This design comes from an exercise in tuning for small area, a short achievable clock period and few clock cycles per item on the open sky130 flow, not from production work.
In this exercise RTL edits were held to simulation tests only and were not proved equivalent to the original.

$ cat flow/config.mk
export PLATFORM = sky130hd
export DESIGN_NAME = servo_slew_limiter
export DESIGN_NICKNAME = servo_slew_limiter
export VERILOG_FILES = /design/flow/design.v
export SDC_FILE = /design/flow/constraint.sdc
export NUM_CORES = 4
export LEC_CHECK = 0
export CAP_MARGIN = 20
export CORE_MARGIN = 2
export CORE_UTILIZATION = 40
export PLACE_DENSITY = 0.6
export SLEW_MARGIN = 20
$ cat flow/constraint.sdc
create_clock -name core_clock -period 9.0 [get_ports {clk}]
set_input_delay 1.8000 -clock core_clock [delete_from_list [all_inputs] [get_ports {clk}]]
set_output_delay 1.8000 -clock core_clock [all_outputs]
set_load 0.01 [all_outputs]
$ cat flow/design.v
package sasl_pkg;
    localparam logic [8:0]  ANGLE_IN_MAX = 9'd360;
    localparam logic [7:0]  ANGLE_MAX    = 8'd180;
    localparam logic [7:0]  ANGLE_HOME   = 8'd90;
    localparam logic [7:0]  RAMP_STEP_RST     = 8'd3;
    localparam logic [15:0] RAMP_INTERVAL_RST = 16'd8;
    localparam logic [11:0] PULSE_MIN_RST     = 12'd1000;
    localparam logic [11:0] PULSE_MAX_RST     = 12'd2000;
    localparam int          RECIP_SHIFT = 24;
    localparam logic [18:0] RECIP_45    = 19'd372828;
    typedef enum logic [1:0] {
        CFG_RAMP_STEP     = 2'd0,
        CFG_RAMP_INTERVAL = 2'd1,
        CFG_PULSE_MIN     = 2'd2,
        CFG_PULSE_MAX     = 2'd3
    } cfg_idx_t;
    typedef enum logic {
        OP_TICK       = 1'b0,
        OP_SET_TARGET = 1'b1
    } op_t;
    typedef struct packed {
        logic               operation;
        logic signed [15:0] raw_angle;
    } cmd_t;
    typedef struct packed {
        logic [7:0]  target_angle;
        logic [7:0]  current_angle;
        logic [11:0] target_pulse_us;
        logic [11:0] drive_pulse_us;
        logic        drive_updated;
    } res_t;
endpackage
module servo_angle_slew_limiter_core (
    input  logic                 clk,
    input  logic                 rst_n,
    input  logic                 cmd_valid,
    output logic                 cmd_stall,
    input  sasl_pkg::cmd_t       cmd,
    output logic                 res_valid,
    input  logic                 res_stall,
    output sasl_pkg::res_t       res,
    input  logic                 cfg_valid,
    output logic                 cfg_ready,
    input  sasl_pkg::cfg_idx_t   cfg_index,
    input  logic [15:0]          cfg_data
);
    logic [7:0]  ramp_step_reg;
    logic [15:0] ramp_interval_reg;
    logic [11:0] pulse_min_reg;
    logic [11:0] pulse_max_reg;
    logic [7:0]  angle_now_reg,  angle_now_next;
    logic [7:0]  angle_goal_reg, angle_goal_next;
    logic [15:0] ms_cnt_reg,     ms_cnt_next;
    logic        moved_next;
    logic        s1_valid_reg, s2_valid_reg, res_valid_reg;
    logic [7:0]  s1_goal_reg, s1_now_reg, s2_goal_reg, s2_now_reg;
    logic        s1_moved_reg, s2_moved_reg;
    logic [17:0] s2_goal_x_reg, s2_now_x_reg;
    sasl_pkg::res_t res_reg, res_next;
    logic        out_free, s2_free, s1_free, accept;
    logic [12:0] span;
    logic        span_neg;
    logic [11:0] span_mag;
    logic [19:0] goal_prod, now_prod;
    logic [36:0] goal_q_prod, now_q_prod;
    logic [11:0] goal_q, now_q;
    logic [8:0]  clamp_ang;
    logic [9:0]  clamp_inc;
    logic [15:0] cnt_inc;
    logic [7:0]  gap;
    assign cfg_ready = 1'b1;
    assign out_free  = !res_valid_reg || !res_stall;
    assign s2_free   = !s2_valid_reg || out_free;
    assign s1_free   = !s1_valid_reg || s2_free;
    assign cmd_stall = !s1_free;
    assign accept    = cmd_valid && s1_free;
    assign res_valid = res_valid_reg;
    assign res       = res_reg;
    always_ff @(posedge clk or negedge rst_n)
    begin
        if (!rst_n)
        begin
            ramp_step_reg     <= sasl_pkg::RAMP_STEP_RST;
            ramp_interval_reg <= sasl_pkg::RAMP_INTERVAL_RST;
            pulse_min_reg     <= sasl_pkg::PULSE_MIN_RST;
            pulse_max_reg     <= sasl_pkg::PULSE_MAX_RST;
        end
        else if (cfg_valid && cfg_ready)
        begin
            unique case (cfg_index)
                sasl_pkg::CFG_RAMP_STEP:     ramp_step_reg     <= cfg_data[7:0];
                sasl_pkg::CFG_RAMP_INTERVAL: ramp_interval_reg <= cfg_data;
                sasl_pkg::CFG_PULSE_MIN:     pulse_min_reg     <= cfg_data[11:0];
                sasl_pkg::CFG_PULSE_MAX:     pulse_max_reg     <= cfg_data[11:0];
                default: ;
            endcase
        end
    end
    always_comb
    begin
        angle_now_next  = angle_now_reg;
        angle_goal_next = angle_goal_reg;
        ms_cnt_next     = ms_cnt_reg;
        moved_next      = 1'b0;
        cnt_inc         = ms_cnt_reg + 16'd1;
        gap             = 8'd0;
        if (cmd.raw_angle[15])
            clamp_ang = 9'd0;
        else if (cmd.raw_angle[14:0] > {6'd0, sasl_pkg::ANGLE_IN_MAX})
            clamp_ang = sasl_pkg::ANGLE_IN_MAX;
        else
            clamp_ang = cmd.raw_angle[8:0];
        clamp_inc = {1'b0, clamp_ang} + 10'd1;
        if (cmd.operation == sasl_pkg::OP_SET_TARGET)
        begin
            if (clamp_ang > {1'b0, sasl_pkg::ANGLE_MAX})
                angle_goal_next = clamp_inc[8:1];
            else
                angle_goal_next = clamp_ang[7:0];
        end
        else if (cnt_inc >= ramp_interval_reg)
        begin
            ms_cnt_next = 16'd0;
            if (angle_now_reg != angle_goal_reg && ramp_step_reg != 8'd0)
            begin
                moved_next = 1'b1;
                if (angle_goal_reg > angle_now_reg)
                begin
                    gap = angle_goal_reg - angle_now_reg;
                    angle_now_next = (gap <= ramp_step_reg) ? angle_goal_reg
                                   : angle_now_reg + ramp_step_reg;
                end
                else
                begin
                    gap = angle_now_reg - angle_goal_reg;
                    angle_now_next = (gap <= ramp_step_reg) ? angle_goal_reg
                                   : angle_now_reg - ramp_step_reg;
                end
            end
        end
        else
        begin
            ms_cnt_next = cnt_inc;
        end
    end
    always_ff @(posedge clk or negedge rst_n)
    begin
        if (!rst_n)
        begin
            angle_now_reg  <= sasl_pkg::ANGLE_HOME;
            angle_goal_reg <= sasl_pkg::ANGLE_HOME;
            ms_cnt_reg     <= 16'd0;
            s1_valid_reg   <= 1'b0;
            s2_valid_reg   <= 1'b0;
            res_valid_reg  <= 1'b0;
        end
        else
        begin
            if (accept)
            begin
                angle_now_reg  <= angle_now_next;
                angle_goal_reg <= angle_goal_next;
                ms_cnt_reg     <= ms_cnt_next;
            end
            if (s1_free)
                s1_valid_reg <= accept;
            if (s2_free)
                s2_valid_reg <= s1_valid_reg;
            if (out_free)
                res_valid_reg <= s2_valid_reg;
        end
    end
    assign span     = {1'b0, pulse_max_reg} - {1'b0, pulse_min_reg};
    assign span_neg = span[12];
    assign span_mag = span_neg ? 12'(-span) : span[11:0];
    assign goal_prod = s1_goal_reg * span_mag;
    assign now_prod  = s1_now_reg  * span_mag;
    assign goal_q_prod = s2_goal_x_reg * sasl_pkg::RECIP_45;
    assign now_q_prod  = s2_now_x_reg  * sasl_pkg::RECIP_45;
    assign goal_q      = goal_q_prod[sasl_pkg::RECIP_SHIFT +: 12];
    assign now_q       = now_q_prod[sasl_pkg::RECIP_SHIFT +: 12];
    always_comb
    begin
        res_next.target_angle    = s2_goal_reg;
        res_next.current_angle   = s2_now_reg;
        res_next.drive_updated   = s2_moved_reg;
        res_next.target_pulse_us = span_neg ? pulse_min_reg - goal_q
                                            : pulse_min_reg + goal_q;
        res_next.drive_pulse_us  = span_neg ? pulse_min_reg - now_q
                                            : pulse_min_reg + now_q;
    end
    always_ff @(posedge clk)
    begin
        if (accept)
        begin
            s1_goal_reg  <= angle_goal_next;
            s1_now_reg   <= angle_now_next;
            s1_moved_reg <= moved_next;
        end
        if (s2_free && s1_valid_reg)
        begin
            s2_goal_reg   <= s1_goal_reg;
            s2_now_reg    <= s1_now_reg;
            s2_moved_reg  <= s1_moved_reg;
            s2_goal_x_reg <= goal_prod[19:2];
            s2_now_x_reg  <= now_prod[19:2];
        end
        if (out_free && s2_valid_reg)
            res_reg <= res_next;
    end
endmodule
module servo_slew_limiter (
    input  logic        clk,
    input  logic        rst_n,
    input  logic        cmd_valid,
    output logic        cmd_stall,
    input  logic        cmd_op,
    input  logic [15:0] cmd_raw_angle,
    output logic        res_valid,
    input  logic        res_stall,
    output logic [7:0]  res_target_angle,
    output logic [7:0]  res_current_angle,
    output logic [11:0] res_target_pulse_us,
    output logic [11:0] res_drive_pulse_us,
    output logic        res_drive_updated,
    input  logic        cfg_valid,
    output logic        cfg_ready,
    input  logic [1:0]  cfg_index,
    input  logic [15:0] cfg_data
);
    sasl_pkg::cmd_t     cmd;
    sasl_pkg::res_t     res;
    sasl_pkg::cfg_idx_t cfg_idx;
    assign cmd.operation = cmd_op;
    assign cmd.raw_angle = cmd_raw_angle;
    assign cfg_idx       = sasl_pkg::cfg_idx_t'(cfg_index);
    assign res_target_angle    = res.target_angle;
    assign res_current_angle   = res.current_angle;
    assign res_target_pulse_us = res.target_pulse_us;
    assign res_drive_pulse_us  = res.drive_pulse_us;
    assign res_drive_updated   = res.drive_updated;
    servo_angle_slew_limiter_core u_core (
        .clk       (clk),
        .rst_n     (rst_n),
        .cmd_valid (cmd_valid),
        .cmd_stall (cmd_stall),
        .cmd       (cmd),
        .res_valid (res_valid),
        .res_stall (res_stall),
        .res       (res),
        .cfg_valid (cfg_valid),
        .cfg_ready (cfg_ready),
        .cfg_index (cfg_idx),
        .cfg_data  (cfg_data)
    );
endmodule
$ cat flow/run.sh
#!/bin/bash
# synth_recipe.tcl (not shown) runs the flow's synth.tcl, then flattens the netlist and writes it again
# the make line also repeats each setting of config.mk as NAME=value (left out here)
make -C /OpenROAD-flow-scripts/flow DESIGN_CONFIG=/design/flow/config.mk WORK_HOME=/design/flow/orfs CLKGATE_MAP_FILE= SYNTH_SCRIPT=/design/flow/synth_recipe.tcl finish
==> out/qor.yml <==
status:
  status: "no timing/DRC/antenna violations"
sta:
  relSlewSlack_pct: 29.2
  tightest_slew_ns: 1.06
  slew_viol_final: 0
  fin_skew_ns: 0.0123
  fmax_ghz: 0.118
  finalCritPeriodShare_pct: 93.9
  hold_violations: 0
  rsz0062_at_grt: "false"
  setup_ws_ns: 0.550
  fin_crit_ns: 8.45
  tns_ns: 0
  finalSetupViolations: 0
route:
  postRouteAntennaNets: 0
  wire_per_inst_microns: 18.1
  drcViolationCount: 0
  viasPerCell: 5.19
  vias: 19100
  routed_wirelength_microns: 66900
  dr.pass1.iters: 5
  drt-initial-drc-count: 1044
die:
  die_area_sq_um: 69600
  die_h_microns: 264
  core_area_sq_um: 66900
  rows: 95
  die_w_microns: 264
  io_pins: 84
  start_util_pct: 40.3
clocking:
  clk_latency_ns: 0.50
  clockBufferDepth: 2
  htreeDepth: 4
  clock-sinks: 194
  cts_buffers: 17
  cts_tree: "done"
  path_clk_slew_ns: 0.08
  clock-root-buffer: "clkbuf_16"
grt:
  grt_use_total_pct: 19.7
  overflow: 0
  grt_pass1_vias: 20000
  grt_first_pass_wirelength_microns: 107000
  grt_start_max_net_pins: 61
  grt_antenna_before_repair: 1
setup_path:
  path_class: "flip-flop to flip-flop"
  cp_data_required_time_ns: 9.24
  cp_slowest_cell: "fa_1"
  worstPathArrival_ns: 8.69
  cp_slowest_stage_delay_ns: 0.55
  path_common_cell: "fa_1"
  start_kind: "flip-flop"
  worst-path-max-fanout: 6
  end_kind: "flip-flop"
layout:
  syn_to_final_growth_pct: 9.18
  final_area_sq_um: 29500
  drive_gt1_share_pct: 6.15
  largest_register_ffs: 41
  stdcell_count: 3686
  nets: 3592
placement:
  portBuffers: 82
  post-place-ws_ns: 0.453
  dp_cells: 3651
  place_hpwl_microns: 55000
  dpl-instance-area_sq_um: 28900
  finalWeightedCongestion: 0.979
flow_run:
  max-cap-violations: 0
yosys:
  avgSynthCellArea_sq_um: 9.86
  ys.flop_type: "edfxtp_1"
  syn_inst: 2736
  netlist_area_sq_um: 27000
  ys_async_sr_fraction_pct: 42.8
  synth.most_common_cell: "inv_1"
  yosysTopAreaCellShare_pct: 23.2
  synth_edf_count: 111
  seq_area_frac_synth_pct: 20.2
  netlist_top_cells_area: "fa_1, ha_1, edfxtp_1, inv_1, dfrtp_1"
  synth_largest_area_cell: "fa_1"
  ys_types: 80
  syn-num-nets: 3530
  synth_common_cells: "inv_1, ha_1, fa_1"
  yosysWarningCount: 1
  ys_ff_latch: 194
hold_path:
  min_path_type: "flip-flop to flip-flop"
[routing by layer]
layer	GRT usage (%)	vias up	routed length, microns	share of wire (%)
li1	-	9108	-	-
met1	25.6	9501	29600	44
met2	32.3	437	31400	47
met3	4.67	91	4110	6.1
met4	6.57	0	1780	2.7
met5	0	-	0	0
[layout make-up]
cell class	instances	area, sq um
flip-flops and latches	194	5440
clock buffers	20	447
clock inverters	12	140
inverters	550	2060
diodes	2	5.00
repair buffers	105	991
fillers	6333	37500
multi-input cells	1930	19300
well taps	873	1090
[critical path: cells and delay by family (launching register included)]
family	cells	cell delay [ns]
compound gates	9	1.93
simple gates	5	1.07
fa+ha+maj	8	3.68
flops	1	0.51
xor+xnor	3	0.75
buf+inv	4	0.25
[placed cells by master (no fill, tap or decap), types with 6 or more instances in the layout]
master and instances:
inv_1 550, ha_1 441, fa_1 313, nand2_1 198, edfxtp_1 111, nor2_1 98, a21oi_1 97, xnor2_1 91
o21ai_0 85, clkdlybuf4s50_1 81, and2_1 75, mux2_2 61, dfrtp_1 60, xor2_1 54, nand3_1 41, nor2b_1 39
a21o_1 35, buf_4 24, a211oi_1 23, dfstp_2 23, and3_1 21, nand2b_1 20, a21boi_0 19, nor3_1 17
clkbuf_16 17, o21bai_1 15, nand4_1 13, or3_1 11, a211o_1 9, or2_2 9, a31oi_1 8, nor4_1 8
o31ai_1 7, a22o_1 7, o21a_1 6, o2111ai_1 6, a21bo_2 6
[timing repair]
action | in CTS | in global routing
hold buffers | 0 | 0
gates resized for setup | 0 | 1
buffers inserted | 0 | 1
endpoints found under the setup margin | 0 | 2
[path summary, 6_finish.rpt]
check                                        startpoint                 endpoint  slack, ns  cells after the start
worst max-delay path            u_core.s2_now_x_reg[10]       u_core.res_reg[12]       0.55                     29
worst min-delay path              u_core.s2_goal_reg[2]       u_core.res_reg[35]       0.42                      0
worst max register to register  u_core.s2_now_x_reg[10]       u_core.res_reg[12]       0.55                     29
worst min register to register    u_core.s2_goal_reg[2]       u_core.res_reg[35]       0.42                      0
max in group asynchronous                         rst_n  u_core.pulse_max_reg[2]       6.67                      2
min in group asynchronous                         rst_n      u_core.s2_valid_reg       1.22                      1
[logic make-up (layout without fill, tap and decap cells)]
kind of cell    count (synthesis)  count (layout)  synth area share (%)
fa+ha+maj                     754             754                  43.7
buf+inv                       612             687                  8.57
simple gates                  576             576                  10.5
compound gates                385             385                  9.47
flops                         194             194                  20.2
xor+xnor                      148             148                  4.85
mux                            66              66                  2.73
other cells                     1               3                0.0139
[through the flow]
step / util [%] / hold WS [ns]
2_1_floorplan: - / 0.400
3_3_place_gp: 43.1 / 0.403
3_5_place_dp: 43.1 / 0.405
4_1_cts: 44.0 / 0.424
5_1_grt: 44.0 / 0.428
6_report: 44.0 / 0.422
Testbench counts, summed over its fixed seeds: cycles 24,024, items 24,000.

-- separate check: timing with driven ports --
The flow's constraints put no driver on any port. The routed layout listed below was extracted and timed again, unchanged, in two steps.
Step 1, drivers: a clkbuf_16 drives clk and a buf_2 each remaining input, both assumed.
Step 2, shift: input delay + t, output delay - t, t = (earliest + latest rising clock arrival at the registers) / 2. This alone moves slack from input paths to output paths.
Three values: no drivers, after step 1, after step 2; two values: the first two.
t (ns): 0.552
setup slack, ns: 0.550 / 0.550 / 0.550
worst slew at a driven data input, ns: 0.05
After both steps this run still meets setup and hold. For this run, drivers alone change the setup slack by 0.000 ns; drivers and shift together by 0.000 ns.
